This is an optimization exercise on Yosys and OpenROAD, whose aim is small area, a short achievable clock period and few clock cycles per item, not a production implementation. Only simulation tests tie the RTL to the original design; equivalence was not proved. Power is estimated from default activity; no workload was simulated.

## flow/config.mk

```make
export PLATFORM = sky130hd
export DESIGN_NAME = bias_relu
export DESIGN_NICKNAME = bias_relu
export VERILOG_FILES = /design/flow/design.v
export SDC_FILE = /design/flow/constraint.sdc
export NUM_CORES = 4
export LEC_CHECK = 0
export CAP_MARGIN = 20
export CORE_AREA = 4 4 426 426
export DIE_AREA = 0 0 430 430
export SETUP_SLACK_MARGIN = 3.6
export SLEW_MARGIN = 20
```

## flow/constraint.sdc

```tcl
create_clock -name core_clock -period 6.5 [get_ports {clk}]
set_input_delay 1.3000 -clock core_clock [delete_from_list [all_inputs] [get_ports {clk}]]
set_output_delay 1.3000 -clock core_clock [all_outputs]
set_load 0.01 [all_outputs]
```

## flow/design.v

```verilog
`default_nettype none
module bias_relu #(
  parameter int ROWS    = 4,
  parameter int COLS    = 4,
  parameter int RELU_EN = 1
) (
  input  logic                              clk,
  input  logic                              rst,
  input  logic                              enable,
  input  logic [ROWS-1:0][COLS-1:0][31:0]   matrix_in,
  input  logic [ROWS-1:0][31:0]             bias,
  output logic [ROWS-1:0][COLS-1:0][31:0]   result,
  output logic                              busy,
  output logic                              done
);
  logic done_q;
  always_ff @(posedge clk) begin
    if (rst) done_q <= 1'b0;
    else     done_q <= enable;
  end
  assign busy = 1'b0;
  assign done = done_q;
  for (genvar i = 0; i < ROWS * COLS; i++) begin : g_elem
    logic [31:0] e, b;
    logic [32:0] sum;
    assign e = matrix_in[(i / COLS)][(i % COLS)];
    assign b = bias[(i / COLS)];
    logic [31:0] p, g;
    assign p = e ^ b;
    assign g = e & b;
    logic G0_1; logic P0_1;
    logic G0_3; logic P0_3;
    logic G0_5; logic P0_5;
    logic G0_7; logic P0_7;
    logic G0_9; logic P0_9;
    logic G0_11; logic P0_11;
    logic G0_13; logic P0_13;
    logic G0_15; logic P0_15;
    logic G0_17; logic P0_17;
    logic G0_19; logic P0_19;
    logic G0_21; logic P0_21;
    logic G0_23; logic P0_23;
    logic G0_25; logic P0_25;
    logic G0_27; logic P0_27;
    logic G0_29; logic P0_29;
    logic G0_31; logic P0_31;
    logic G1_3; logic P1_3;
    logic G1_5; logic P1_5;
    logic G1_7; logic P1_7;
    logic G1_9; logic P1_9;
    logic G1_11; logic P1_11;
    logic G1_13; logic P1_13;
    logic G1_15; logic P1_15;
    logic G1_17; logic P1_17;
    logic G1_19; logic P1_19;
    logic G1_21; logic P1_21;
    logic G1_23; logic P1_23;
    logic G1_25; logic P1_25;
    logic G1_27; logic P1_27;
    logic G1_29; logic P1_29;
    logic G1_31; logic P1_31;
    logic G2_5; logic P2_5;
    logic G2_7; logic P2_7;
    logic G2_9; logic P2_9;
    logic G2_11; logic P2_11;
    logic G2_13; logic P2_13;
    logic G2_15; logic P2_15;
    logic G2_17; logic P2_17;
    logic G2_19; logic P2_19;
    logic G2_21; logic P2_21;
    logic G2_23; logic P2_23;
    logic G2_25; logic P2_25;
    logic G2_27; logic P2_27;
    logic G2_29; logic P2_29;
    logic G2_31; logic P2_31;
    logic G3_9; logic P3_9;
    logic G3_11; logic P3_11;
    logic G3_13; logic P3_13;
    logic G3_15; logic P3_15;
    logic G3_17; logic P3_17;
    logic G3_19; logic P3_19;
    logic G3_21; logic P3_21;
    logic G3_23; logic P3_23;
    logic G3_25; logic P3_25;
    logic G3_27; logic P3_27;
    logic G3_29; logic P3_29;
    logic G3_31; logic P3_31;
    logic G4_17; logic P4_17;
    logic G4_19; logic P4_19;
    logic G4_21; logic P4_21;
    logic G4_23; logic P4_23;
    logic G4_25; logic P4_25;
    logic G4_27; logic P4_27;
    logic G4_29; logic P4_29;
    logic G4_31; logic P4_31;
    logic G5_2; logic P5_2;
    logic G5_4; logic P5_4;
    logic G5_6; logic P5_6;
    logic G5_8; logic P5_8;
    logic G5_10; logic P5_10;
    logic G5_12; logic P5_12;
    logic G5_14; logic P5_14;
    logic G5_16; logic P5_16;
    logic G5_18; logic P5_18;
    logic G5_20; logic P5_20;
    logic G5_22; logic P5_22;
    logic G5_24; logic P5_24;
    logic G5_26; logic P5_26;
    logic G5_28; logic P5_28;
    logic G5_30; logic P5_30;
    assign G0_1 = g[1] | (p[1] & g[0]);
    assign P0_1 = p[1] & p[0];
    assign G0_3 = g[3] | (p[3] & g[2]);
    assign P0_3 = p[3] & p[2];
    assign G0_5 = g[5] | (p[5] & g[4]);
    assign P0_5 = p[5] & p[4];
    assign G0_7 = g[7] | (p[7] & g[6]);
    assign P0_7 = p[7] & p[6];
    assign G0_9 = g[9] | (p[9] & g[8]);
    assign P0_9 = p[9] & p[8];
    assign G0_11 = g[11] | (p[11] & g[10]);
    assign P0_11 = p[11] & p[10];
    assign G0_13 = g[13] | (p[13] & g[12]);
    assign P0_13 = p[13] & p[12];
    assign G0_15 = g[15] | (p[15] & g[14]);
    assign P0_15 = p[15] & p[14];
    assign G0_17 = g[17] | (p[17] & g[16]);
    assign P0_17 = p[17] & p[16];
    assign G0_19 = g[19] | (p[19] & g[18]);
    assign P0_19 = p[19] & p[18];
    assign G0_21 = g[21] | (p[21] & g[20]);
    assign P0_21 = p[21] & p[20];
    assign G0_23 = g[23] | (p[23] & g[22]);
    assign P0_23 = p[23] & p[22];
    assign G0_25 = g[25] | (p[25] & g[24]);
    assign P0_25 = p[25] & p[24];
    assign G0_27 = g[27] | (p[27] & g[26]);
    assign P0_27 = p[27] & p[26];
    assign G0_29 = g[29] | (p[29] & g[28]);
    assign P0_29 = p[29] & p[28];
    assign G0_31 = g[31] | (p[31] & g[30]);
    assign P0_31 = p[31] & p[30];
    assign G1_3 = G0_3 | (P0_3 & G0_1);
    assign P1_3 = P0_3 & P0_1;
    assign G1_5 = G0_5 | (P0_5 & G0_3);
    assign P1_5 = P0_5 & P0_3;
    assign G1_7 = G0_7 | (P0_7 & G0_5);
    assign P1_7 = P0_7 & P0_5;
    assign G1_9 = G0_9 | (P0_9 & G0_7);
    assign P1_9 = P0_9 & P0_7;
    assign G1_11 = G0_11 | (P0_11 & G0_9);
    assign P1_11 = P0_11 & P0_9;
    assign G1_13 = G0_13 | (P0_13 & G0_11);
    assign P1_13 = P0_13 & P0_11;
    assign G1_15 = G0_15 | (P0_15 & G0_13);
    assign P1_15 = P0_15 & P0_13;
    assign G1_17 = G0_17 | (P0_17 & G0_15);
    assign P1_17 = P0_17 & P0_15;
    assign G1_19 = G0_19 | (P0_19 & G0_17);
    assign P1_19 = P0_19 & P0_17;
    assign G1_21 = G0_21 | (P0_21 & G0_19);
    assign P1_21 = P0_21 & P0_19;
    assign G1_23 = G0_23 | (P0_23 & G0_21);
    assign P1_23 = P0_23 & P0_21;
    assign G1_25 = G0_25 | (P0_25 & G0_23);
    assign P1_25 = P0_25 & P0_23;
    assign G1_27 = G0_27 | (P0_27 & G0_25);
    assign P1_27 = P0_27 & P0_25;
    assign G1_29 = G0_29 | (P0_29 & G0_27);
    assign P1_29 = P0_29 & P0_27;
    assign G1_31 = G0_31 | (P0_31 & G0_29);
    assign P1_31 = P0_31 & P0_29;
    assign G2_5 = G1_5 | (P1_5 & G0_1);
    assign P2_5 = P1_5 & P0_1;
    assign G2_7 = G1_7 | (P1_7 & G1_3);
    assign P2_7 = P1_7 & P1_3;
    assign G2_9 = G1_9 | (P1_9 & G1_5);
    assign P2_9 = P1_9 & P1_5;
    assign G2_11 = G1_11 | (P1_11 & G1_7);
    assign P2_11 = P1_11 & P1_7;
    assign G2_13 = G1_13 | (P1_13 & G1_9);
    assign P2_13 = P1_13 & P1_9;
    assign G2_15 = G1_15 | (P1_15 & G1_11);
    assign P2_15 = P1_15 & P1_11;
    assign G2_17 = G1_17 | (P1_17 & G1_13);
    assign P2_17 = P1_17 & P1_13;
    assign G2_19 = G1_19 | (P1_19 & G1_15);
    assign P2_19 = P1_19 & P1_15;
    assign G2_21 = G1_21 | (P1_21 & G1_17);
    assign P2_21 = P1_21 & P1_17;
    assign G2_23 = G1_23 | (P1_23 & G1_19);
    assign P2_23 = P1_23 & P1_19;
    assign G2_25 = G1_25 | (P1_25 & G1_21);
    assign P2_25 = P1_25 & P1_21;
    assign G2_27 = G1_27 | (P1_27 & G1_23);
    assign P2_27 = P1_27 & P1_23;
    assign G2_29 = G1_29 | (P1_29 & G1_25);
    assign P2_29 = P1_29 & P1_25;
    assign G2_31 = G1_31 | (P1_31 & G1_27);
    assign P2_31 = P1_31 & P1_27;
    assign G3_9 = G2_9 | (P2_9 & G0_1);
    assign P3_9 = P2_9 & P0_1;
    assign G3_11 = G2_11 | (P2_11 & G1_3);
    assign P3_11 = P2_11 & P1_3;
    assign G3_13 = G2_13 | (P2_13 & G2_5);
    assign P3_13 = P2_13 & P2_5;
    assign G3_15 = G2_15 | (P2_15 & G2_7);
    assign P3_15 = P2_15 & P2_7;
    assign G3_17 = G2_17 | (P2_17 & G2_9);
    assign P3_17 = P2_17 & P2_9;
    assign G3_19 = G2_19 | (P2_19 & G2_11);
    assign P3_19 = P2_19 & P2_11;
    assign G3_21 = G2_21 | (P2_21 & G2_13);
    assign P3_21 = P2_21 & P2_13;
    assign G3_23 = G2_23 | (P2_23 & G2_15);
    assign P3_23 = P2_23 & P2_15;
    assign G3_25 = G2_25 | (P2_25 & G2_17);
    assign P3_25 = P2_25 & P2_17;
    assign G3_27 = G2_27 | (P2_27 & G2_19);
    assign P3_27 = P2_27 & P2_19;
    assign G3_29 = G2_29 | (P2_29 & G2_21);
    assign P3_29 = P2_29 & P2_21;
    assign G3_31 = G2_31 | (P2_31 & G2_23);
    assign P3_31 = P2_31 & P2_23;
    assign G4_17 = G3_17 | (P3_17 & G0_1);
    assign P4_17 = P3_17 & P0_1;
    assign G4_19 = G3_19 | (P3_19 & G1_3);
    assign P4_19 = P3_19 & P1_3;
    assign G4_21 = G3_21 | (P3_21 & G2_5);
    assign P4_21 = P3_21 & P2_5;
    assign G4_23 = G3_23 | (P3_23 & G2_7);
    assign P4_23 = P3_23 & P2_7;
    assign G4_25 = G3_25 | (P3_25 & G3_9);
    assign P4_25 = P3_25 & P3_9;
    assign G4_27 = G3_27 | (P3_27 & G3_11);
    assign P4_27 = P3_27 & P3_11;
    assign G4_29 = G3_29 | (P3_29 & G3_13);
    assign P4_29 = P3_29 & P3_13;
    assign G4_31 = G3_31 | (P3_31 & G3_15);
    assign P4_31 = P3_31 & P3_15;
    assign G5_2 = g[2] | (p[2] & G0_1);
    assign P5_2 = p[2] & P0_1;
    assign G5_4 = g[4] | (p[4] & G1_3);
    assign P5_4 = p[4] & P1_3;
    assign G5_6 = g[6] | (p[6] & G2_5);
    assign P5_6 = p[6] & P2_5;
    assign G5_8 = g[8] | (p[8] & G2_7);
    assign P5_8 = p[8] & P2_7;
    assign G5_10 = g[10] | (p[10] & G3_9);
    assign P5_10 = p[10] & P3_9;
    assign G5_12 = g[12] | (p[12] & G3_11);
    assign P5_12 = p[12] & P3_11;
    assign G5_14 = g[14] | (p[14] & G3_13);
    assign P5_14 = p[14] & P3_13;
    assign G5_16 = g[16] | (p[16] & G3_15);
    assign P5_16 = p[16] & P3_15;
    assign G5_18 = g[18] | (p[18] & G4_17);
    assign P5_18 = p[18] & P4_17;
    assign G5_20 = g[20] | (p[20] & G4_19);
    assign P5_20 = p[20] & P4_19;
    assign G5_22 = g[22] | (p[22] & G4_21);
    assign P5_22 = p[22] & P4_21;
    assign G5_24 = g[24] | (p[24] & G4_23);
    assign P5_24 = p[24] & P4_23;
    assign G5_26 = g[26] | (p[26] & G4_25);
    assign P5_26 = p[26] & P4_25;
    assign G5_28 = g[28] | (p[28] & G4_27);
    assign P5_28 = p[28] & P4_27;
    assign G5_30 = g[30] | (p[30] & G4_29);
    assign P5_30 = p[30] & P4_29;
    logic [32:0] c;
    assign c[0] = 1'b0;
    assign c[1] = g[0];
    assign c[2] = G0_1;
    assign c[3] = G5_2;
    assign c[4] = G1_3;
    assign c[5] = G5_4;
    assign c[6] = G2_5;
    assign c[7] = G5_6;
    assign c[8] = G2_7;
    assign c[9] = G5_8;
    assign c[10] = G3_9;
    assign c[11] = G5_10;
    assign c[12] = G3_11;
    assign c[13] = G5_12;
    assign c[14] = G3_13;
    assign c[15] = G5_14;
    assign c[16] = G3_15;
    assign c[17] = G5_16;
    assign c[18] = G4_17;
    assign c[19] = G5_18;
    assign c[20] = G4_19;
    assign c[21] = G5_20;
    assign c[22] = G4_21;
    assign c[23] = G5_22;
    assign c[24] = G4_23;
    assign c[25] = G5_24;
    assign c[26] = G4_25;
    assign c[27] = G5_26;
    assign c[28] = G4_27;
    assign c[29] = G5_28;
    assign c[30] = G4_29;
    assign c[31] = G5_30;
    assign c[32] = G4_31;
    assign sum[31:0] = p ^ c[31:0];
    assign sum[32] = p[31] ^ c[32];
    logic pos, mixed, big, nonneg, ld_one, ld_keep;
    assign pos     = !e[31] && !b[31];
    assign mixed   = e[31] ^ b[31];
    assign big     = pos && c[31];
    assign nonneg  = pos || (mixed && c[31]);
    assign ld_one  = !done_q && big;
    assign ld_keep = !done_q && nonneg;
    logic [30:0] res_q;
    always_ff @(posedge clk) begin
      res_q <= ({31{done_q}} & res_q) | {31{ld_one}} | ({31{ld_keep}} & sum[30:0]);
    end
    assign result[(i / COLS)][(i % COLS)] = {1'b0, res_q};
  end
endmodule
`default_nettype wire
```

## flow/flow/run.sh

```bash
#!/bin/bash
# Own layout flow: the standard layout (standard.sh), with
#  - synthesis through flow/synth.tcl: the standard flow's synthesis script with ABC on
#    flow/abc.script (structural mapping, no restructuring) and without the
#    full/half-adder extraction, so the RTL's adder structure is kept;
#  - the port buffers made of sky130_fd_sc_hd__buf_1 instead of the cell
#    buffer_ports picks by default.
# make's output goes to standard_make.log; ORFS keeps each step's log in
# orfs/logs/.
set -euo pipefail
export OWN_WORK=$PWD
export OWN_ABC_SCRIPT=$PWD/flow/abc.script
export BUFFER_PORTS_ARGS="-buffer_cell sky130_fd_sc_hd__buf_1"
export CTS_ARGS="-sink_clustering_enable -repair_clock_nets -buf_list sky130_fd_sc_hd__clkbuf_8 -dont_use_dummy_load"
export PRE_IO_PLACEMENT_TCL=$PWD/flow/pins.tcl
bash standard.sh SYNTH_SCRIPT=$PWD/flow/synth.tcl ADDER_MAP_FILE= finish > standard_make.log 2>&1
```

## flow/flow/abc.script

```
&get -n
&st
&dch
&nf
&put
buffer -c
topo
stime -c
upsize -c
dnsize -c
```

## flow/flow/pins.tcl

```tcl
# Pin order for io placement (run before place_pins as PRE_IO_PLACEMENT_TCL):
# one matrix row per die edge. Along an edge: elements 0 and 1 of the row,
# the row's bias, elements 2 and 3. Inside an element its input and output
# bits alternate from bit 0 up, so each element's adder sits next to its
# own pins. The control pins go in the middle of the bottom edge.
set edges {bottom right top left}
for {set r 0} {$r < 4} {incr r} {
  set names {}
  for {set c 0} {$c < 4} {incr c} {
    if {$c == 2} {
      for {set k 0} {$k < 32} {incr k} { lappend names "bias\[[expr {$r*32 + $k}]\]" }
      if {$r == 0} { lappend names clk rst enable busy done }
    }
    set base [expr {($r*4 + $c) * 32}]
    for {set k 0} {$k < 32} {incr k} {
      lappend names "matrix_in\[[expr {$base + $k}]\]" "result\[[expr {$base + $k}]\]"
    }
  }
  set_io_pin_constraint -pin_names $names -region [lindex $edges $r]:* -group -order
}
```

## flow/flow/synth.tcl

```tcl
proc abc {args} {
  set i [lsearch -exact $args -script]
  if {$i >= 0} { lset args [expr {$i + 1}] $::env(OWN_ABC_SCRIPT) }
  yosys abc {*}$args
}
source $::env(OWN_WORK)/synth_recipe.tcl
```

## flow/standard.sh

```bash
#!/bin/bash
# synth_recipe.tcl (not shown) runs the flow's synth.tcl, then flattens the netlist and writes it again
# the make line also repeats each setting of config.mk as NAME=value (left out here)
make -C /OpenROAD-flow-scripts/flow DESIGN_CONFIG=/design/flow/config.mk WORK_HOME=/design/flow/orfs CLKGATE_MAP_FILE= SYNTH_SCRIPT=/design/flow/synth_recipe.tcl "${@:-finish}"
```

==> results of run 1 <==
per-layer routing:
metal,part of all wire,track usage,vias up
met1,0.38,0.194,20884
li1,-,-,20295
met2,0.46,0.278,2246
met4,0.074,0.113,2
met5,0.000069,0,-
met3,0.088,0.0408,527
registers in the layout (all words and copies together), names as in the netlist:
register / cells
g_elem.res_q: 496
done_q: 1
final cells by class:
cell class | count | area, µm²
Inverter | 24 | 90.1
Tap cell | 2340 | 2930
Antenna cell | 13 | 32.5
Multi-Input combinational cell | 4031 | 31400
Timing Repair Buffer | 1458 | 7840
Fill cell | 18731 | 123000
Clock buffer | 99 | 1360
Sequential cell | 497 | 9950
placed cells by master, fill, tap and decap left out, types with 63 or more instances in the layout:
master	count
a21oi_1	226
a221o_1	455
and2_1	74
buf_1	1040
buf_4	222
clkbuf_8	99
dfxtp_1	496
maj3_1	81
nand2_1	606
nor2_1	465
nor2_2	77
o211ai_1	63
o21ai_0	308
o21ai_1	63
xnor2_1	512
xnor2_2	147
xnor2_4	90
xor2_1	184
worst max path at each step:
stage / from / endpoint / cells after the start
6_report: bias[69] / g_elem[8].res_q[30]$_DFF_P_ / 12
5_1_grt: bias[69] / g_elem[8].res_q[30]$_DFF_P_ / 12
4_1_cts: bias[33] / g_elem[7].res_q[27]$_DFF_P_ / 10
3_5_place_dp: bias[49] / g_elem[7].res_q[27]$_DFF_P_ / 9
3_3_place_gp: bias[49] / g_elem[6].res_q[29]$_DFF_P_ / 9
2_1_floorplan: bias[81] / g_elem[9].res_q[29]$_DFF_P_ / 10
where the power goes:
part           leakage (nW)  total (W)  switching (W)  internal [W]
Sequential             4.16    0.00413       0.000449       0.00368
Combinational          13.8    0.00522        0.00301       0.00221
Clock                 0.712    0.00270        0.00138       0.00132
stage by stage:
stage                     instance area, µm²  total power [W]  cells
after floorplan                        40400          0.00714   4845
after global placement                 46500          0.00858   8137
after detailed placement               46500          0.00865   8138
after CTS                              50100           0.0117   8334
after global routing                   53600           0.0127   8462
final                                  53600           0.0121   8462
synth_stat cells, types with 16 or more instances:
| library cell | n |
|---|---|
| xnor2_1 | 707 |
| nand2_1 | 610 |
| nor2_1 | 547 |
| dfxtp_1 | 497 |
| a221o_1 | 455 |
| o21ai_0 | 360 |
| a21oi_1 | 266 |
| xor2_1 | 188 |
| buf_2 | 149 |
| maj3_1 | 81 |
| nor4_1 | 78 |
| and2_1 | 74 |
| clkbuf_1 | 69 |
| o211ai_1 | 63 |
| o21ai_1 | 60 |
| nand4_1 | 59 |
| a22oi_1 | 58 |
| nor3_1 | 51 |
| buf_6 | 46 |
| nand3_1 | 42 |
| a211oi_1 | 36 |
| buf_4 | 35 |
| xnor2_2 | 32 |
| a311o_1 | 25 |
| or3_1 | 25 |
| inv_1 | 24 |
| a211o_1 | 16 |
| a21o_1 | 16 |
| o221a_2 | 16 |
critical path, stage by stage:
cell	delay [ns]
buf_8	0.10
buf_12	0.15
buf_12	0.15
a22oi_1	0.26
nor2_1	0.11
a211oi_2	0.30
o221ai_4	0.21
a311oi_2	0.35
o221a_2	0.30
nor2_4	0.06
buf_12	0.15
a221o_1	0.29
what timing repair did:
action | CTS | global route
endpoints found under the setup margin | 497 | 495
cloned | 9 | 17
pin swaps | 77 | 110
resized for setup | 393 | 500
buffers inserted | 88 | 98
cell families after synthesis:
logic type | after synthesis
AND/OR/NAND/NOR | 1530
AO/OA/AOI/OAI | 1460
XOR/XNOR | 937
flip-flops | 497
buffers and inverters | 323
adder cells (fa/ha/maj) | 81
other | 1
==> run notes, run 1 <==
status finished clean; top cells by area, synth dfxtp_1 (25%), xnor2_1 (16%), a221o_1 (12%), nand2_1 (5.8%), nor2_1 (5.2%); Hold/Removal Path Class reg -> reg; VDD IR max 0.156 mV; worst hold path depth 1; Slew Viols, Final 0; total routed wirelength 173 mm; Hold Buf Count CTS 0; # port buffers about 1100; gr usage total 0.169; sequential area share after synthesis 0.253; # IOs 1157; worst hold slack 0.468 ns; Yosys cell types between 50 and 60; Final Hold Vio Count 0; Post-synth EDFFs 0; worst min-delay path endpoint g_elem[2].res_q[24]$_DFF_P_; die area 0.185 mm²; antenna violations before repair 11; flop2flop setup slack 4.01 ns; asr flop ratio synth 0; Initial Utilization 0.222; global route overflow 0; routability congestion estimate 0.979; Hold Path Origin g_elem[2].res_q[24]$_DFF_P_; chip width 430 µm; post-synthesis mux area share 0; share of cells above drive strength 1 0.180; CTS tree yes; adder-cell share of the synthesized area 0.0206; WL per Instance 20.4 µm; Reg-to-Reg End g_elem[13].res_q[19]$_DFF_P_; RSZ-0062 raised after global routing true; Synth Area in Simple Gates 0.175; Final Worst Setup Slack 3.39 ns; Detailed Place HPWL around 130 mm; ANT nets after route 0; Die Y 430 µm; core area between 0.15 and 0.2 mm²; Post-Synth XOR/XNOR Area 0.220; top_reg_cell synth dfxtp_1; worst skew pair latency between 0.7 and 0.8 ns; DRT iter0 DRCs 3800; Vias/cell 5.19; Final Util 0.303; post-synth top area cell dfxtp_1; final net count 6754; crit path DAT 3.75 ns; Synth Instances 4829; yosys warns 1; relative slew slack 0.211; crit path kind in -> reg; Max Fclk 322 MHz; setup_tns 0 ns; syn_area_per_cell 8.13 µm²; max cap viols 0; minimum clock period 3.11 ns; clk root buf clkbuf_8; Synth Register Bits 497; area grow syn2layout 36.4%; clock skew 0.0315 ns; Netlist Area Pre-Place 0.0393 mm²; Reg2Reg Launch Point done_q$_SDFF_PP0_; Cell Rows between 150 and 200; first-pass GRT wire length about 240 mm; # setup viols final 0; top-area cell type share of the netlist area 0.253; Worst Reg2Reg Path Length in Cells 6; period utilisation layout 0.478; Pre-antenna DRT Iters 9; CTS clk-pin slew, worst paths 0.05 ns; Place WS around 1.6 ns; Setup crit end kind register; vias in the first global route 41812; Setup crit start kind input port; Least-Margin Pin Slew 1.18 ns; Vias about 44000; CTS buffer count 99; Max FO, Critical Path 15; P_leak about 19 nW; Clock Path Buffers 3; pwr dens 225 mW/mm²; Worst EP required roughly 7.1 ns; compound-gate portion of the synthesized area 0.284; drc violations 0; htree depth 3; largest family of logic cells by synthesized area compound AO/OA/AOI/OAI gates; largest net degree at the start of global routing 97; clock sink total 497
Testbench counts, summed over its fixed seeds: cycles 3,192, items 1,600.
==> run 2: changes to the inputs <==
--- a/flow/config.mk
+++ b/flow/config.mk
@@ -8,5 +8,5 @@
 export CAP_MARGIN = 20
 export CORE_AREA = 4 4 426 426
 export DIE_AREA = 0 0 430 430
-export SETUP_SLACK_MARGIN = 3.6
+export SETUP_SLACK_MARGIN = 3.8
 export SLEW_MARGIN = 20
==> run 2 against run 1 <==
Net effect: clock skew increased by 0.016 ns; clock power about the same; first-iteration DRC count up 9.2%; critical path depth increased by 1; area after synthesis is the same; worst hold slack better by 0.0038 ns; combinational power rose by 16%; sequential share of layout area fell by 0.75 points; final area increased by 9.8%; sequential cell count did not move.
==> run notes, run 2 <==
met1 Use GR 0.203 (+0.00915); top cells by area, synth dfxtp_1 (25%), xnor2_1 (16%), a221o_1 (12%), nand2_1 (5.8%), nor2_1 (5.2%); top-area cell type share of the netlist area 0.253 (unchanged); yosys warns 1 (unchanged); kind of cell adding the most delay to the critical path compound AO/OA/AOI/OAI gates; Non-Filler Instances 8597 (+1.6%); Initial Utilization 0.222 (unchanged); Fillers 17994 (-3.9%); Top cell by count, worst path buf_12; total routed wirelength 184 mm (+6.3%); chip width 430 µm (unchanged); Worst path depth 13 (+1); VDD IR max 0.167 mV (+6.7%); Max FO, Critical Path 5 (-10); Max Fclk 322 MHz (+0.13%); ANT nets after route 0 (unchanged); Cell Rows 154 (unchanged); global route hottest layer met2; # IOs 1157 (unchanged); P_leak 22.0 nW (+18%); first-pass GRT wire length 259 mm (+5.8%); most frequent cell after synthesis xnor2_1; Final Hold Vio Count 0 (unchanged); period utilisation layout 0.477 (-0.000631); status finished clean; Worst EP required 7.14 ns (about the same); Setup crit start kind input port; Detailed Place HPWL 133 mm (unchanged); clock sink total 497 (unchanged); total power 0.0131 W (+8.2%); largest net degree at the start of global routing 97 (unchanged); share of cells above drive strength 1 0.345 (+0.164); Worst Reg2Reg Path Length in Cells 6 (unchanged); Slew Viols, Final 0 (unchanged); CTS clk-pin slew, worst paths 0.05 ns (about the same); CTS tree yes; Critical path buffers and inverters 5 (+1); setup_tns 0 ns (unchanged); core area 0.177 mm² (unchanged); drc violations 0 (unchanged); Place WS 1.64 ns (unchanged); worst hold path depth 1 (unchanged); max cap viols 0 (unchanged); Hold/Removal Path Class reg -> reg; CP max-delay cell a221oi_4; crit path kind in -> reg; Placed Instances 8138 (unchanged); Synth Instances 4829 (unchanged); max reg flops 496 (unchanged); routing usage on met2 0.296 (+0.0180); Least-Margin Pin Slew 1.15 ns (-0.0310 ns); Critical Path Max Stage Delay 0.42 ns (+0.07 ns); Post-synth EDFFs 0 (unchanged); Clock Path Buffers 3 (unchanged); Setup crit end kind register; Seq. cell area 0.0105 mm² (+5.3%); Final Util 0.333 (+0.0296); most frequent cells after synthesis xnor2_1 (707), nand2_1 (610), nor2_1 (547), dfxtp_1 (497), a221o_1 (455); clock skew 0.0474 ns (+0.0158 ns); RSZ-0062 raised after global routing true; gr usage total 0.179 (+0.00980); htree depth 3 (unchanged); area grow syn2layout 49.7%; Netlist Area Pre-Place 0.0393 mm² (unchanged); top flop regs g_elem.res_q: 496 flops, done_q: 1 flops; syn_area_per_cell 8.13 µm² (unchanged); Vias/cell 5.27 (+1.6%); critical-path cell list buf_12 > buf_12 > xnor2_4 > nor2_4 > a221oi_4 > o221ai_4 > a311oi_2 > buf_4 > o21ai_2 > nor4b_4 > buf_6 > clkbuf_16 > a221o_1; vias in the first global route 43848 (+4.9%); post-synth top area cell dfxtp_1; CTS buffer count 99 (unchanged); relative slew slack 0.231 (+0.0206); Die Y 430 µm (unchanged); antenna violations before repair 12 (+1); global route overflow 0 (unchanged); top_reg_cell synth dfxtp_1; routing usage on met3 0.0443 (+0.00344); Yosys cell types 54 (unchanged); DRT iter0 DRCs 4150 (+9.2%); routability congestion estimate 0.979 (unchanged); pwr dens 222 mW/mm² (-1.4%); asr flop ratio synth 0 (unchanged); # port buffers 1139 (unchanged); Synth Register Bits 497 (unchanged); commonest non-fill, non-tap cells in the layout nand2_1 (604), buf_1 (540), xnor2_1 (504); minimum clock period 3.10 ns (-0.00410 ns); Multi-input gate area 0.0319 mm² (+1.7%); Final Worst Setup Slack 3.40 ns (+0.00410 ns); WL per Instance 21.4 µm (+4.7%); Vias 45349 (+3.2%); crit path DAT 3.74 ns (about the same); Largest Register g_elem.res_q; clk root buf clkbuf_8; # setup viols final 0 (unchanged); Pre-antenna DRT Iters 7 (-2); sequential area share after synthesis 0.253 (unchanged); worst skew pair latency 0.81 ns (+0.02 ns); most common cell after layout, fill and taps aside nand2_1; die area 0.185 mm² (unchanged); final net count 6889 (+2.0%)
==> run 2: kinds of logic after synthesis <==
group                      Yosys count  synth area share
other                                1         0.0000955
DFF                                497             0.253
and+or+nand+nor                   1530             0.175
buffers and inverters              323            0.0477
AOI/OAI and AO/OA                 1460             0.284
adders and majority gates           81            0.0206
xor gates and xnor gates           937             0.220
==> run 2: area by class of cell <==
type                    count  share of cell area
inverters                  24             0.00153
flip-flops and latches    497               0.178
clock buffers              99              0.0232
multi-input cells        4031               0.543
well taps                2340              0.0498
diodes                     13            0.000553
repair buffers           1593               0.204
==> run 2: routing by layer <==
| layer | up-vias | part of all wire |
|---|---|---|
| li1 | 20579 | - |
| met1 | 21589 | 0.37 |
| met2 | 2548 | 0.46 |
| met3 | 631 | 0.092 |
| met4 | 2 | 0.078 |
| met5 | - | 0.000071 |
==> run 2: final timing paths <==
path                               start                            to  slack, ns
min reg2reg  g_elem[2].res_q[24]$_DFF_P_   g_elem[2].res_q[24]$_DFF_P_       0.47
min          g_elem[2].res_q[24]$_DFF_P_   g_elem[2].res_q[24]$_DFF_P_       0.47
max reg2reg            done_q$_SDFF_PP0_  g_elem[13].res_q[29]$_DFF_P_       3.96
max                             bias[69]   g_elem[11].res_q[3]$_DFF_P_       3.40
==> run 2: timing repair <==
action / in CTS / in global routing
buffers inserted: 198 / 77
gates cloned: 37 / 35
endpoints found under the setup margin: 991 / 518
hold buffers: 0 / 0
resized for setup: 1924 / 351
pin swaps: 156 / 89
==> run 2: through the flow <==
step                      hold WS [ns]  cell area, µm²
after detailed placement         0.452           46500
after floorplan                  0.508           40400
after CTS                        0.470           56000
after global placement           0.450           46500
final                            0.472           58800
after global routing             0.476           58800
==> run 2: where the power goes <==
| part | switching (W) | internal [W] | total [W] |
|---|---|---|---|
| clock network | 0.00140 | 0.00133 | 0.00272 |
| logic | 0.00316 | 0.00289 | 0.00605 |
| registers | 0.000492 | 0.00379 | 0.00428 |
| total | 0.00505 | 0.00800 | 0.0131 |
==> run 3: changes to the inputs <==
--- a/flow/config.mk
+++ b/flow/config.mk
@@ -8,5 +8,5 @@
 export CAP_MARGIN = 20
 export CORE_AREA = 4 4 426 426
 export DIE_AREA = 0 0 430 430
-export SETUP_SLACK_MARGIN = 3.8
+export SETUP_SLACK_MARGIN = 3.4
 export SLEW_MARGIN = 20
==> run 3 against run 2 <==
Net effect: worst hold slack lost 0.0038 ns; critical path depth fell by 2; worst setup slack lost 0.087 ns; clock power hardly changed; final cell count shrank 3.0%; non-clock buffer count fell by 257; total power is 11% lower; critical path type unchanged; largest cell class unchanged.
==> run notes, run 3 <==
Clock Path Buffers 3 (unchanged); gr usage total 0.167 (-0.0114); CP max-delay cell a311oi_4; Initial Utilization 0.222 (unchanged); Least-Margin Pin Slew 1.16 ns (+0.00813 ns); CTS clk-pin slew, worst paths 0.05 ns (about the same); largest net degree at the start of global routing 97 (unchanged); Hold Buf Count CTS 0 (unchanged); commonest non-fill, non-tap cells in the layout buf_1 (1049), nand2_1 (608), xnor2_1 (590); post-synth top area cell dfxtp_1; clock skew 0.0277 ns (-0.0196 ns); htree depth 3 (unchanged); DRT iter0 DRCs 3476 (-16%); Hold/Removal Path Class reg -> reg; first-pass GRT wire length 242 mm (-6.4%); Max FO, Critical Path 7 (+2); Netlist Area Pre-Place 0.0393 mm² (unchanged); top-area cell type share of the netlist area 0.253 (unchanged); chip width 430 µm (unchanged); core area 0.177 mm² (unchanged); top_reg_cell synth dfxtp_1; worst skew pair latency 0.80 ns (about the same); status finished clean; clk root buf clkbuf_8; Yosys cell types 54 (unchanged); crit path DAT 3.83 ns (+0.09 ns); Cell Rows 154 (unchanged); Synth Register Bits 497 (unchanged); top flop regs g_elem.res_q: 496 flops, done_q: 1 flops; total routed wirelength 168 mm (-8.9%); final net count 6631 (-3.7%); syn_area_per_cell 8.13 µm² (unchanged); Setup crit start kind input port; # port buffers 1139 (unchanged); routability congestion estimate 0.979 (unchanged); Critical path buffers and inverters 3 (-2); crit path kind in -> reg; top cells by area, synth dfxtp_1 (25%), xnor2_1 (16%), a221o_1 (12%), nand2_1 (5.8%), nor2_1 (5.2%); Final Hold Vio Count 0 (unchanged); Worst EP required 7.14 ns (about the same); # setup viols final 0 (unchanged); Detailed Place HPWL 133 mm (unchanged); ANT nets after route 0 (unchanged); Die Y 430 µm (unchanged); Largest Register g_elem.res_q; Post-synth EDFFs 0 (unchanged); VDD IR max 0.154 mV (-7.6%); share of cells above drive strength 1 0.132 (-0.213); Setup crit end kind register; CTS tree yes; global route overflow 0 (unchanged); # IOs 1157 (unchanged); vias in the first global route 41192 (-6.1%); Vias 42961 (-5.3%); Vias/cell 5.15 (-2.3%); Slew Viols, Final 0 (unchanged); asr flop ratio synth 0 (unchanged); pwr dens 232 mW/mm² (+4.3%); clock sink total 497 (unchanged); Pre-antenna DRT Iters 6 (-1); setup_tns 0 ns (unchanged); RSZ-0062 raised after global routing true; Max Fclk 313 MHz (-2.7%); max cap viols 0 (unchanged); most frequent cells after synthesis xnor2_1 (707), nand2_1 (610), nor2_1 (547), dfxtp_1 (497), a221o_1 (455); Final Util 0.285 (-0.0479); WL per Instance 20.1 µm (-6.1%); yosys warns 1 (unchanged); critical-path cell list buf_2 > buf_4 > xnor2_1 > nor2_2 > a21oi_1 > o221ai_4 > a311oi_4 > o221a_4 > nor2_4 > buf_4 > a311o_1; Synth Instances 4829 (unchanged); P_leak 17.2 nW (-22%); area grow syn2layout 28.2%; Top cell by count, worst path buf_4; CTS buffer count 99 (unchanged); Critical Path Max Stage Delay 0.39 ns (-0.03 ns); most common cell after layout, fill and taps aside buf_1; most frequent cell after synthesis xnor2_1; sequential area share after synthesis 0.253 (unchanged); max reg flops 496 (unchanged); relative slew slack 0.226 (-0.00542); minimum clock period 3.19 ns (+0.0875 ns); antenna violations before repair 11 (-1); kind of cell adding the most delay to the critical path compound AO/OA/AOI/OAI gates; period utilisation layout 0.491 (+0.0135); die area 0.185 mm² (unchanged); drc violations 0 (unchanged)
[run 3: cell count changes in the layout (fill, tap and decap cells not counted), sizes merged]
cell / previous run / this run
buf: 1544 / 1316
bufbuf: 2 / 0
clkbuf: 146 / 110
clkdlybuf4s15: 0 / 8
clkdlybuf4s18: 0 / 1
diode: 13 / 14
nor2: 567 / 566
[run 3: per-layer routing]
layer	share of wire	global-route usage
met5	0.000066	0
met4	0.073	0.112
met3	0.084	0.0399
met2	0.45	0.274
met1	0.39	0.194
[run 3: logic make-up (layout without fill, tap and decap cells)]
kind of cell	after synthesis	after routing	share of synthesized area
AO/OA/AOI/OAI	1460	1460	0.284
XOR/XNOR	937	937	0.220
adder cells (fa/ha/maj)	81	81	0.0206
buffers and inverters	323	1459	0.0477
flip-flops	497	497	0.253
other	1	31	0.0000955
AND/OR/NAND/NOR	1530	1535	0.175
[run 3: path summary, 6_finish.rpt]
kind	slack [ns]	endpoint	startpoint	depth (start not counted)
worst max-delay path	3.31	g_elem[6].res_q[29]$_DFF_P_	bias[40]	11
worst max register to register	4.09	g_elem[13].res_q[19]$_DFF_P_	done_q$_SDFF_PP0_	6
worst min-delay path	0.47	g_elem[2].res_q[24]$_DFF_P_	g_elem[2].res_q[24]$_DFF_P_	1
worst min register to register	0.47	g_elem[2].res_q[24]$_DFF_P_	g_elem[2].res_q[24]$_DFF_P_	1
[run 3: layout make-up]
type	instances	area, µm²
well taps	2340	2930
diodes	14	35.0
fillers	19074	126000
flip-flops and latches	497	9950
clock buffers	99	1360
inverters	24	90.1
multi-input cells	4030	29700
repair buffers	1336	6260
[run 3: repair_timing]
item,4_1_cts,5_1_grt
buffers inserted,27,57
pin swaps,20,59
gates resized for setup,199,239
setup endpoints to repair,497,485
endpoints found under the hold margin,0,0
cloned,5,0
[run 3: power breakdown]
part	leakage [nW]	switching, W	total [W]	internal [W]
Clock	0.712	0.00138	0.00270	0.00132
Combinational	12.3	0.00286	0.00483	0.00197
Sequential	4.16	0.000446	0.00413	0.00368
[run 3: worst register-to-register path, cell delays in order, from the launching register on]
cell	delay, ns
dfxtp_4	0.34
buf_4	0.41
buf_4	0.69
a21o_1	0.34
nor2_4	0.08
buf_12	0.15
a221o_1	0.29
[run 3: metrics by stage]
step | power (W) | instance area, µm² | instances | setup WS, ns | hold slack, ns
2_1_floorplan | 0.00714 | 40400 | 4845 | 3.05 | 0.508
4_1_cts | 0.0115 | 48800 | 8269 | 3.40 | 0.470
3_3_place_gp | 0.00858 | 46500 | 8137 | 1.53 | 0.450
5_1_grt | 0.0123 | 50300 | 8340 | 3.36 | 0.494
6_report | 0.0117 | 50300 | 8340 | 3.31 | 0.468
3_5_place_dp | 0.00865 | 46500 | 8138 | 1.64 | 0.452
==> run 4: changes to the inputs <==
==> flow/flow/run.sh (replaced) <==
#!/bin/bash
# Own layout flow: the standard layout (standard.sh) with these changes:
#  - synthesis through flow/synth.tcl: the standard flow's synthesis script with ABC run
#    on flow/abc.script (structural mapping, no restructuring) and without
#    the full/half-adder extraction, so the RTL's prefix adder is kept;
#    registers are mapped before ABC, as in the standard synthesis;
#  - port buffers of sky130_fd_sc_hd__buf_1 instead of the cell buffer_ports
#    picks by default (repair may still upsize them);
#  - clock tree from sky130_fd_sc_hd__clkbuf_8 without dummy loads;
#  - pins placed by flow/pins.tcl: one matrix row per die edge, each
#    element's pins together, next to its adder.
# make's output goes to standard_make.log; ORFS keeps each step's log in
# orfs/logs/.
set -euo pipefail
export OWN_WORK=$PWD
export OWN_ABC_SCRIPT=$PWD/flow/abc.script
export BUFFER_PORTS_ARGS="-buffer_cell sky130_fd_sc_hd__buf_1"
export CTS_ARGS="-sink_clustering_enable -repair_clock_nets -buf_list sky130_fd_sc_hd__clkbuf_8 -dont_use_dummy_load"
export PRE_IO_PLACEMENT_TCL=$PWD/flow/pins.tcl
bash standard.sh SYNTH_SCRIPT=$PWD/flow/synth.tcl ADDER_MAP_FILE= finish > standard_make.log 2>&1
==> run 4 against run 3 <==
Net effect: still clean; global-route usage is the same; sequential share of layout area is the same; synthesized cell count unchanged; critical path depth unchanged; die area unchanged; first-iteration DRC count is the same; worst hold slack is the same; routed wire length is the same; combinational power barely moved; utilization unchanged; critical path type unchanged; critical endpoint unchanged; largest cell class unchanged.
==> run notes, run 4 <==
drc violations 0 (unchanged); Hold/Removal Path Class reg -> reg; Largest Register g_elem.res_q; Hold Buf Count CTS 0 (unchanged); clock sink total 497 (unchanged); Worst Reg2Reg Path Length in Cells 6 (unchanged); area grow syn2layout 28.2% (unchanged); total power 0.0117 W (unchanged); largest family of logic cells by synthesized area compound AO/OA/AOI/OAI gates; top-area cell type share of the netlist area 0.253 (unchanged); post-synth top area cell dfxtp_1; max reg flops 496 (unchanged); top cells by area, synth dfxtp_1 (25%), xnor2_1 (16%), a221o_1 (12%), nand2_1 (5.8%), nor2_1 (5.2%); Vias 42961 (unchanged); vias in the first global route 41192 (unchanged); Post-DP Area 0.0465 mm² (unchanged); commonest non-fill, non-tap cells in the layout buf_1 (1049), nand2_1 (608), xnor2_1 (590); DRT iter0 DRCs 3476 (unchanged); CTS clk-pin slew, worst paths 0.05 ns (about the same); WL per Instance 20.1 µm (unchanged); pwr dens 232 mW/mm² (unchanged); sequential area share after synthesis 0.253 (unchanged); most frequent cells after synthesis xnor2_1 (707), nand2_1 (610), nor2_1 (547), dfxtp_1 (497), a221o_1 (455); worst min-delay path endpoint g_elem[2].res_q[24]$_DFF_P_; setup_tns 0 ns (unchanged); final instance area 0.0503 mm² (unchanged); Yosys cell types 54 (unchanged); clock skew 0.0277 ns (unchanged); global route overflow 0 (unchanged); crit path kind in -> reg; antenna violations before repair 11 (unchanged); Vias/cell 5.15 (unchanged); final net count 6631 (unchanged); Pre-antenna DRT Iters 6 (unchanged); worst hold path depth 1 (unchanged); critical-path cell list buf_2 > buf_4 > xnor2_1 > nor2_2 > a21oi_1 > o221ai_4 > a311oi_4 > o221a_4 > nor2_4 > buf_4 > a311o_1; share of cells above drive strength 1 0.132 (unchanged); P_leak 17.2 nW (unchanged); Placed Instances 8138 (unchanged); Clock Path Buffers 3 (unchanged); die area 0.185 mm² (unchanged); minimum clock period 3.19 ns (unchanged); top_reg_cell synth dfxtp_1; Critical Path Max Stage Delay 0.39 ns (about the same); Cell Rows 154 (unchanged); largest net degree at the start of global routing 97 (unchanged); htree depth 3 (unchanged); Place WS 1.64 ns (unchanged); Post-synth EDFFs 0 (unchanged); compound-gate portion of the synthesized area 0.284 (unchanged); Slew Viols, Final 0 (unchanged); Reg2Reg Launch Point done_q$_SDFF_PP0_; routability congestion estimate 0.979 (unchanged); gr usage total 0.167 (unchanged); adder-cell share of the synthesized area 0.0206 (unchanged); total routed wirelength 168 mm (unchanged); syn_area_per_cell 8.13 µm² (unchanged); Die Y 430 µm (unchanged); yosys warns 1 (unchanged); flop2flop setup slack 4.09 ns (about the same); Critical path buffers and inverters 3 (unchanged); Reg-to-Reg End g_elem[13].res_q[19]$_DFF_P_; Synth Instances 4829 (unchanged); RSZ-0062 raised after global routing true; kind of cell adding the most delay to the critical path compound AO/OA/AOI/OAI gates; clk root buf clkbuf_8; status finished clean; asr flop ratio synth 0 (unchanged); most common cell after layout, fill and taps aside buf_1; Post-Synth XOR/XNOR Area 0.220 (unchanged); max cap viols 0 (unchanged); Synth Register Bits 497 (unchanged); Hold Path Origin g_elem[2].res_q[24]$_DFF_P_; most frequent cell after synthesis xnor2_1; core area 0.177 mm² (unchanged); CTS tree yes; Least-Margin Pin Slew 1.16 ns (unchanged); Detailed Place HPWL 133 mm (unchanged); top flop regs g_elem.res_q: 496 flops, done_q: 1 flops; Worst EP required 7.14 ns (about the same); post-synthesis mux area share 0 (unchanged); chip width 430 µm (unchanged); Netlist Area Pre-Place 0.0393 mm² (unchanged); # IOs 1157 (unchanged); CP max-delay cell a311oi_4; VDD IR max 0.154 mV (unchanged); Final Worst Setup Slack 3.31 ns (unchanged); first-pass GRT wire length 242 mm (unchanged); ANT nets after route 0 (unchanged); Max FO, Critical Path 7 (unchanged); Initial Utilization 0.222 (unchanged); # setup viols final 0 (unchanged); Max Fclk 313 MHz (unchanged); CTS buffer count 99 (unchanged); worst skew pair latency 0.80 ns (about the same); Setup crit end kind register; Setup crit start kind input port; Top cell by count, worst path buf_4; Final Hold Vio Count 0 (unchanged); Synth Area in Simple Gates 0.175 (unchanged); relative slew slack 0.226 (unchanged); crit path DAT 3.83 ns (about the same); Non-Filler Instances 8340 (unchanged); # port buffers 1139 (unchanged); period utilisation layout 0.491 (unchanged)
run 4: cell counts after synthesis:
Identical to the previous run, type by type.
run 4: layer usage:
layer	vias up	wire length [µm]	global-route usage
li1	20018	-	-
met2	2105	76200	0.274
met5	-	11	0
met3	497	14100	0.0399
met4	2	12200	0.112
met1	20339	65000	0.194
run 4: through the flow:
| step | utilization | hold WS [ns] |
|---|---|---|
| 2_1_floorplan | - | 0.508 |
| 3_3_place_gp | 0.263 | 0.450 |
| 3_5_place_dp | 0.263 | 0.452 |
| 4_1_cts | 0.276 | 0.470 |
| 5_1_grt | 0.285 | 0.494 |
| 6_report | 0.285 | 0.468 |
run 4: cell families after synthesis:
group                      count (synthesis)
other                                      1
adders and majority gates                 81
DFF                                      497
buffers and inverters                    323
and+or+nand+nor                         1530
AOI/OAI and AO/OA                       1460
xor gates and xnor gates                 937
run 4: worst max path at each step:
stage | from | endpoint | slack, ns | depth (start not counted)
2_1_floorplan | bias[81] | g_elem[9].res_q[29]$_DFF_P_ | 3.05 | 10
3_3_place_gp | bias[49] | g_elem[6].res_q[29]$_DFF_P_ | 1.53 | 9
3_5_place_dp | bias[49] | g_elem[7].res_q[27]$_DFF_P_ | 1.64 | 9
4_1_cts | bias[68] | g_elem[10].res_q[29]$_DFF_P_ | 3.40 | 11
5_1_grt | bias[96] | g_elem[12].res_q[1]$_DFF_P_ | 3.36 | 11
6_report | bias[40] | g_elem[6].res_q[29]$_DFF_P_ | 3.31 | 11
run 4: repair_timing:
| item | in CTS | in global routing |
|---|---|---|
| setup endpoints to repair | 497 | 485 |
| setup buffers | 27 | 57 |
| pin swaps | 20 | 59 |
| gates cloned | 5 | 0 |
| resized for setup | 199 | 239 |
run 4: worst register-to-register path, cell delays in order, from the launching register on:
cell	delay [ns]
dfxtp_4	0.34
buf_4	0.41
buf_4	0.69
a21o_1	0.34
nor2_4	0.08
buf_12	0.15
a221o_1	0.29
run 4: final cells by class:
| cell class | instances | area (µm²) |
|---|---|---|
| Antenna cell | 14 | 35.0 |
| Clock buffer | 99 | 1360 |
| Fill cell | 19074 | 126000 |
| Inverter | 24 | 90.1 |
| Multi-Input combinational cell | 4030 | 29700 |
| Sequential cell | 497 | 9950 |
| Tap cell | 2340 | 2930 |
| Timing Repair Buffer | 1336 | 6260 |
run 4: report_power, final:
part	total, W	internal, W	switching, W
registers	0.00413	0.00368	0.000446
clock network	0.00270	0.00132	0.00138
logic	0.00483	0.00197	0.00286

==> port drivers added, routing unchanged <==
Ports are ideal in the flow. The routed layouts listed here were re-timed in OpenROAD.
Step 1 (the two cells are an assumption about what drives the block):
set clk [get_ports {clk}]
set_driving_cell -lib_cell sky130_fd_sc_hd__clkbuf_16 $clk
set_driving_cell -lib_cell sky130_fd_sc_hd__buf_2 [delete_from_list [all_inputs] $clk]
Step 2 also shifts input and output timing later by t, the mid clock arrival at the registers, as if the neighbouring blocks saw the same clock.
Three values: ideal ports, drivers, drivers and shift; two values: the first two.
| run | t (ns) | slack for setup (ns) | worst setup path at the end | worst slew at a driven data input, ns |
|---|---|---|---|---|
| run 1 | 0.821 | 3.394 / 3.401 / 2.580 | input to register | 0.09 |
| run 2 | 0.831 | 3.398 / 3.380 / 2.550 | input to register | 0.10 |
| run 3 | 0.824 | 3.310 / 3.324 / 2.500 | input to register | 0.09 |
| run 4 | 0.824 | 3.310 / 3.324 / 2.500 | input to register | 0.09 |
After both steps setup and hold are still met in every run listed. The setup slack of run 2, which loses most, moves by -0.018 ns with the drivers and by -0.848 ns with both steps.
